This is an optimization exercise on Yosys and OpenROAD, whose aim is small area, a short achievable clock period and few clock cycles per item, not a production implementation.
Only the layout flow was run in this run; the RTL was not checked for function there.

==> flow/design.v <==
`default_nettype none
package fsc_pkg;
  localparam int HALF_W          = 16;
  localparam int KEY_BANK_W      = 64;
  localparam int ROUND_COUNT_DEF = 9;
  localparam int CFG_INDEX_W = 2;
  localparam int CFG_DATA_W  = KEY_BANK_W;
  localparam logic [63:0] SBOX = 64'h2174_8fe3_da09_b65c;
  localparam logic [63:0] PERM_DEST = 64'h5ae0_b61c_f287_39d4;
  function automatic logic [HALF_W-1:0] round_fn(input logic [HALF_W-1:0] x);
    logic [HALF_W-1:0] w;
    logic [HALF_W-1:0] z;
    for (int i = 0; i < 4; i++) begin
      w[4*i +: 4] = SBOX[4*x[4*i +: 4] +: 4];
    end
    z = '0;
    for (int i = 0; i < HALF_W; i++) begin
      z[PERM_DEST[4*i +: 4]] = w[HALF_W-1-i];
    end
    round_fn = z;
  endfunction
endpackage
`default_nettype wire
`default_nettype none
module fsc_round_pipe (
  input  wire logic [fsc_pkg::HALF_W-1:0] l_in,
  input  wire logic [fsc_pkg::HALF_W-1:0] r_in,
  input  wire logic [fsc_pkg::HALF_W-1:0] key,
  output logic      [fsc_pkg::HALF_W-1:0] l_out,
  output logic      [fsc_pkg::HALF_W-1:0] r_out
);
  assign l_out = r_in;
  assign r_out = l_in ^ fsc_pkg::round_fn(r_in ^ key);
endmodule
`default_nettype wire
`default_nettype none
`default_nettype wire
`default_nettype none
module fsc_accum (
  input  wire logic                        clk,
  input  wire logic                        rst_n,
  input  wire logic                        ld,
  input  wire logic                        first,
  input  wire logic                        last,
  input  wire logic [fsc_pkg::HALF_W-1:0]  c_left,
  input  wire logic [fsc_pkg::HALF_W-1:0]  c_right,
  output logic [fsc_pkg::HALF_W-1:0]       out_cipher_left,
  output logic [fsc_pkg::HALF_W-1:0]       out_cipher_right,
  output logic [fsc_pkg::HALF_W-1:0]       out_xor_sum_left_out,
  output logic [fsc_pkg::HALF_W-1:0]       out_xor_sum_right_out,
  output logic [fsc_pkg::HALF_W-1:0]       out_sticky_left_out,
  output logic [fsc_pkg::HALF_W-1:0]       out_sticky_right_out
);
  logic [fsc_pkg::HALF_W-1:0] xs_l, xs_r, sk_l, sk_r, cl, cr;
  logic [fsc_pkg::HALF_W-1:0] xs_l_nxt, xs_r_nxt;
  assign xs_l_nxt = (first ? '0 : xs_l) ^ c_left;
  assign xs_r_nxt = (first ? '0 : xs_r) ^ c_right;
  always_ff @(posedge clk) begin
    if (!rst_n) begin
      xs_l <= '0;
      xs_r <= '0;
      sk_l <= '0;
      sk_r <= '0;
    end else if (ld) begin
      xs_l <= xs_l_nxt;
      xs_r <= xs_r_nxt;
      if (last) begin
        sk_l <= sk_l | xs_l_nxt;
        sk_r <= sk_r | xs_r_nxt;
      end
    end
  end
  always_ff @(posedge clk) begin
    if (ld) begin
      cl <= c_left;
      cr <= c_right;
    end
  end
  assign out_cipher_left       = cl;
  assign out_cipher_right      = cr;
  assign out_xor_sum_left_out  = xs_l;
  assign out_xor_sum_right_out = xs_r;
  assign out_sticky_left_out   = sk_l;
  assign out_sticky_right_out  = sk_r;
endmodule
`default_nettype wire
`default_nettype none
module feistel_sbox_cipher_integral_sum #(
  parameter int ROUND_COUNT = fsc_pkg::ROUND_COUNT_DEF,
  parameter logic [9:0] CUTS = 10'b00_0100_1000
) (
  input  wire logic                              clk,
  input  wire logic                              rst_n,
  input  wire logic                              cfg_wr_en,
  input  wire logic [fsc_pkg::CFG_INDEX_W-1:0]   cfg_index,
  input  wire logic [fsc_pkg::CFG_DATA_W-1:0]    cfg_wdata,
  input  wire logic                              in_valid,
  output logic                                   in_stall,
  input  wire logic [fsc_pkg::HALF_W-1:0]        in_plain_left,
  input  wire logic [fsc_pkg::HALF_W-1:0]        in_plain_right,
  input  wire logic                              in_first_of_set,
  input  wire logic                              in_last_of_set,
  output logic                                   out_valid,
  input  wire logic                              out_stall,
  output logic [fsc_pkg::HALF_W-1:0]             out_cipher_left,
  output logic [fsc_pkg::HALF_W-1:0]             out_cipher_right,
  output logic [fsc_pkg::HALF_W-1:0]             out_xor_sum_left_out,
  output logic [fsc_pkg::HALF_W-1:0]             out_xor_sum_right_out,
  output logic [fsc_pkg::HALF_W-1:0]             out_sticky_left_out,
  output logic [fsc_pkg::HALF_W-1:0]             out_sticky_right_out
);
  localparam int W = fsc_pkg::HALF_W;
  logic [63:0] k14, k58;
  logic [W-1:0] k9;
  logic [W-1:0] subkey [1:9];
  logic [63:0] kd;
  assign kd = cfg_wdata & {64{rst_n}};
  always_ff @(posedge clk) begin
    if (!rst_n || (cfg_wr_en && cfg_index == 2'd0)) k14 <= kd;
    if (!rst_n || (cfg_wr_en && cfg_index == 2'd1)) k58 <= kd;
    if (!rst_n || (cfg_wr_en && cfg_index == 2'd2)) k9  <= kd[W-1:0];
  end
  for (genvar k = 1; k <= 4; k++) begin : g_k14
    assign subkey[k]   = k14[W*(k-1) +: W];
    assign subkey[k+4] = k58[W*(k-1) +: W];
  end
  assign subkey[9] = k9;
  logic adv;
  logic out_valid_r;
  assign adv      = !(out_valid_r && out_stall);
  assign in_stall = !adv;
  logic [W-1:0] a_l [0:9];
  logic [W-1:0] a_r [0:9];
  logic         a_f [0:9];
  logic         a_t [0:9];
  logic         a_v [0:9];
  logic [W-1:0] b_l [0:9];
  logic [W-1:0] b_r [0:9];
  logic         b_f [0:9];
  logic         b_t [0:9];
  logic         b_v [0:9];
  assign a_l[0] = in_plain_left;
  assign a_r[0] = in_plain_right;
  assign a_f[0] = in_first_of_set;
  assign a_t[0] = in_last_of_set;
  assign a_v[0] = in_valid;
  for (genvar k = 0; k <= 9; k++) begin : g_stage
    if (CUTS[k]) begin : g_reg
      logic [W-1:0] l_q, r_q;
      logic         f_q, t_q, v_q;
      always_ff @(posedge clk) begin
        if (adv) begin
          l_q <= a_l[k];
          r_q <= a_r[k];
          f_q <= a_f[k];
          t_q <= a_t[k];
        end
      end
      always_ff @(posedge clk) begin
        if (!rst_n) v_q <= 1'b0;
        else if (adv) v_q <= a_v[k];
      end
      assign b_l[k] = l_q;
      assign b_r[k] = r_q;
      assign b_f[k] = f_q;
      assign b_t[k] = t_q;
      assign b_v[k] = v_q;
    end else begin : g_wire
      assign b_l[k] = a_l[k];
      assign b_r[k] = a_r[k];
      assign b_f[k] = a_f[k];
      assign b_t[k] = a_t[k];
      assign b_v[k] = a_v[k];
    end
    if (k < 9) begin : g_round
      fsc_round_pipe u_round (
        .l_in  (b_l[k]),
        .r_in  (b_r[k]),
        .key   (subkey[k+1]),
        .l_out (a_l[k+1]),
        .r_out (a_r[k+1])
      );
      assign a_f[k+1] = b_f[k];
      assign a_t[k+1] = b_t[k];
      assign a_v[k+1] = b_v[k];
    end
  end
  logic ld;
  assign ld = adv && b_v[9] && rst_n;
  always_ff @(posedge clk) begin
    if (!rst_n) out_valid_r <= 1'b0;
    else if (adv) out_valid_r <= b_v[9];
  end
  assign out_valid = out_valid_r;
  fsc_accum u_accum (
    .clk                   (clk),
    .rst_n                 (rst_n),
    .ld                    (ld),
    .first                 (b_f[9]),
    .last                  (b_t[9]),
    .c_left                (b_l[9]),
    .c_right               (b_r[9]),
    .out_cipher_left       (out_cipher_left),
    .out_cipher_right      (out_cipher_right),
    .out_xor_sum_left_out  (out_xor_sum_left_out),
    .out_xor_sum_right_out (out_xor_sum_right_out),
    .out_sticky_left_out   (out_sticky_left_out),
    .out_sticky_right_out  (out_sticky_right_out)
  );
endmodule
`default_nettype wire
==> flow/run.sh <==
#!/bin/bash
# synth_recipe.tcl (not shown) runs the flow's synth.tcl, then flattens the netlist and writes it again
# the make line also repeats each setting of config.mk as NAME=value (left out here)
make -C /OpenROAD-flow-scripts/flow DESIGN_CONFIG=/design/flow/config.mk WORK_HOME=/design/flow/orfs CLKGATE_MAP_FILE= SYNTH_SCRIPT=/design/flow/synth_recipe.tcl finish
==> flow/config.mk <==
export PLATFORM = sky130hd
export DESIGN_NAME = feistel_sbox_cipher_integral_sum
export DESIGN_NICKNAME = feistel_sbox_cipher_integral_sum
export VERILOG_FILES = /design/flow/design.v
export SDC_FILE = /design/flow/constraint.sdc
export NUM_CORES = 4
export LEC_CHECK = 0
export CAP_MARGIN = 20
export CORE_MARGIN = 2
export CORE_UTILIZATION = 40
export SLEW_MARGIN = 20
==> flow/constraint.sdc <==
create_clock -name core_clock -period 5.0 [get_ports {clk}]
set_input_delay 1.0000 -clock core_clock [delete_from_list [all_inputs] [get_ports {clk}]]
set_output_delay 1.0000 -clock core_clock [all_outputs]
set_load 0.01 [all_outputs]
==> flow_metrics.env <==
export IMPL_postSynthCellCount=1764
export IMPL_critical_path_buf_inv_count=3
export IMPL_grt_overflow_total=0
export IMPL_drt_pass1_iterations=5
export IMPL_synth_yosys_warnings=25
export IMPL_port_buffers=202
export IMPL_synth_edff_count=244
export IMPL_die_area_um2=54800
export IMPL_clkTransAtPathRegs_ps=60
export IMPL_ys_types=78
export IMPL_gp_congestion=0.875
export IMPL_fin_util_pct=52.0
export IMPL_hold_class="reg2reg"
export IMPL_fin_cells=2918
export IMPL_place_area_um2=25700
export IMPL_area_growth_pct=28.9
export IMPL_nets=2451
export IMPL_n_antenna_cell=0
export IMPL_fin_area_um2=27300
export IMPL_crit_arrival_ps=5070
export IMPL_setup_viol=0
export IMPL_clk_path_buf_depth=3
export IMPL_cts_tree="built"
export IMPL_crit_type="in2reg"
export IMPL_most_common_layout_cells="edfxtp_1, buf_4, clkdlybuf4s50_1"
export IMPL_min_period_ps=4770
export IMPL_die_w_um=234
export IMPL_path_depth=15
export IMPL_max_freq_ghz=0.209
export IMPL_hold_depth=0
export IMPL_core_rowCount=84
export IMPL_htreeDepth=2
export IMPL_seq_area_frac_synth_pct=40.9
export IMPL_outcome="complete, no violations"
export IMPL_max_cap_violations=0
export IMPL_syn_area_um2=21200
export IMPL_clk_latency_ps=550
export IMPL_synth_seq_cells=311
export IMPL_grt_pass1_wl_mm=81.4
export IMPL_cp_top_family="multiplexers"
export IMPL_root_buffer="clkbuf_16"
export IMPL_hold_ws_ps=423
export IMPL_post_route_drc_count=0
export IMPL_worstPathRequired_ps=5300
export IMPL_avgSynthCellArea_um2=12.0
export IMPL_ant_nets=0
export IMPL_syn_num_nets=2012
export IMPL_rsz0062_at_grt="no"
export IMPL_wire_per_inst_um=18.6
export IMPL_ios=203
export IMPL_critPathCaptureType="flip-flop"
export IMPL_async_flop_share_pct=0
export IMPL_numCtsBuffers=39
export IMPL_yosys_most_used_dff="edfxtp_1"
export IMPL_antenna_found_initial=3
export IMPL_cp_start_kind="input port"
export IMPL_drv_slew=0
export IMPL_cp_common_cell="ha_1"
export IMPL_reg2reg_depth=18
export IMPL_path_cells="clkdlybuf4s50_1 > xnor2_1 > inv_1 > ha_1 > mux2i_1 > mux2i_1 > xor3_1 > ha_1 > mux4_2 > xor2_4 > xor2_2 > inv_1 > ha_1 > mux4_2 > xor2_1"
export IMPL_hpwl_mm=43.3
export IMPL_slowest_delay_ps=530
export IMPL_grt_pass1_vias=14300
export IMPL_core_um2=52400
export IMPL_hold_violations=0
export IMPL_final_common_cell="edfxtp_1"
export IMPL_track_usage_pct=19.8
export IMPL_viasPerCell=4.93
export IMPL_hold_buffers=0
export IMPL_drive_above_1_share_pct=21.2
export IMPL_cts_sinks=311
export IMPL_dp_cells=2847
export IMPL_die_h_um=234
export IMPL_drtIter0Drc=744
export IMPL_wl_mm=54.4
export IMPL_tightestPinTransition_ps=1030
export IMPL_crit_slowest_cell="mux4_2"
export IMPL_num_fill_cells=4524
export IMPL_vias=14400
export IMPL_fin_skew_ps=23.6
export IMPL_relSlewSlack_pct=31.1
export IMPL_period_share_pct=95.5
export IMPL_grt_max_degree=68
export IMPL_initial_core_util_pct=40.4
export IMPL_path_max_fanout=4
[repair_timing]
| action | in CTS | in global routing |
|---|---|---|
| pin swaps | 0 | 19 |
| setup endpoints to repair | 5 | 32 |
| gates resized for setup | 1 | 43 |
| buffers inserted | 0 | 3 |
| gates cloned | 0 | 0 |
[worst paths after layout]
check,start,to,slack [ps]
worst min-delay path,g_stage[3].g_reg.f_q,g_stage[6].g_reg.f_q,420
worst max-delay path,in_plain_right[4],g_stage[3].g_reg.r_q[13],230
worst min register to register,g_stage[3].g_reg.f_q,g_stage[6].g_reg.f_q,420
worst max register to register,g_stage[6].g_reg.r_q[12],u_accum.xs_r[4],250
[worst reg2reg max path: stages (launching register included)]
cell      delay, ps
edfxtp_1        490
xnor2_2         300
inv_2            90
ha_1            220
mux4_2          500
xnor2_2         180
xnor2_2         300
inv_1           140
ha_1            330
mux2i_1         150
o22ai_1         110
buf_4           170
xor2_1          290
inv_1           130
ha_1            220
nor3b_1         240
a211oi_1        120
or3_1           440
a22o_1          220
[per-stage QoR]
step	worst slack, ps	setup TNS [ps]
floorplan	-1220	-156230
global placement	-664	-6400
detailed placement	-705	-7580
CTS	0.320	0
global route	0.671	0
finish	225	0
[kinds of logic after synthesis]
logic type,share of synthesized area (%)
XOR/XNOR,19.8
flip-flops,40.9
buffers and inverters,3.26
AO/OA/AOI/OAI,6.81
AND/OR/NAND/NOR,6.96
adder cells (fa/ha/maj),8.45
multiplexers,13.8
[flip-flops by register name, summed over array words and instances, names as in the netlist]
name and cells:
g_stage.g_reg.r_q 32, u_accum.xs_r 16, u_accum.sk_r 16, u_accum.cl 16
g_stage.g_reg.v_q 2, out_valid_r 1, k58 64, g_stage.g_reg.f_q 2
u_accum.xs_l 16, g_stage.g_reg.l_q 32, k14 64, k9 16
u_accum.cr 16, g_stage.g_reg.t_q 2, u_accum.sk_l 16
[layout make-up]
class,instances,area [um2],share of cell area [%]
multi-input combinational,1273,12200,44.7
sequential,311,8670,31.8
timing repair buffer,430,3740,13.7
clock buffer,49,1080,3.95
tap,688,861,3.16
inverter,148,556,2.04
clock inverter,19,189,0.692
[layer usage]
| metal | part of all wire, % | GRT usage (%) | up-vias |
|---|---|---|---|
| met5 | 0.024 | 0 | - |
| met4 | 4.4 | 9.04 | 2 |
| met3 | 4.2 | 2.35 | 99 |
| met2 | 47 | 33.0 | 341 |
| met1 | 45 | 25.8 | 6881 |
| li1 | - | - | 7063 |
[cells in the mapped netlist, drive strengths merged, types with 3 or more instances]
cell type,number,share of area [%]
a211oi,22,0.80
a21boi,3,0.11
a21o,3,0.11
a21oi,28,0.72
a22o,4,0.17
a22oi,4,0.17
a311oi,4,0.17
a31oi,7,0.24
a32o,16,0.76
and2,67,2.0
and3,4,0.12
buf,6,0.17
clkbuf,26,0.46
dfxtp,67,6.3
edfxtp,244,35
ha,143,8.5
inv,147,2.6
mux2,32,1.7
mux2i,178,8.8
mux4,31,3.3
nand2,88,1.6
nand2b,4,0.12
nand3,11,0.26
nor2,71,1.3
nor2b,15,0.44
nor3,12,0.28
nor3b,12,0.43
o211ai,11,0.39
o21a,18,0.64
o21ai,44,1.0
o221a,4,0.21
o221ai,9,0.37
o31ai,3,0.11
or2,8,0.24
or3,4,0.14
xnor2,229,11
xnor3,17,1.8
xor2,140,6.4
xor3,5,0.56

re-timing with driven ports:
In the flow no input, the clock included, has a driving cell. The finished layout below was timed again as built, in two steps. Step 1: set_driving_cell puts a clkbuf_16 on clk and a buf_2 on each other input, an assumption about the parent block. Step 2 times the ports against the registers' clock, not the clock port: input delays grow and output delays shrink by t, the midpoint of the rising clock arrivals with the driver on. Three values: ideal, step 1, step 2; two values: the first two.
t (ns): 0.601
setup slack, ns: 0.225 / 0.246 / -0.345
worst slew at a driven data input, ns: 0.05
Met with ideal ports but missed after step 2: setup timing in this run. For this run, drivers alone change the setup slack by +0.021 ns; drivers and shift together by -0.570 ns.
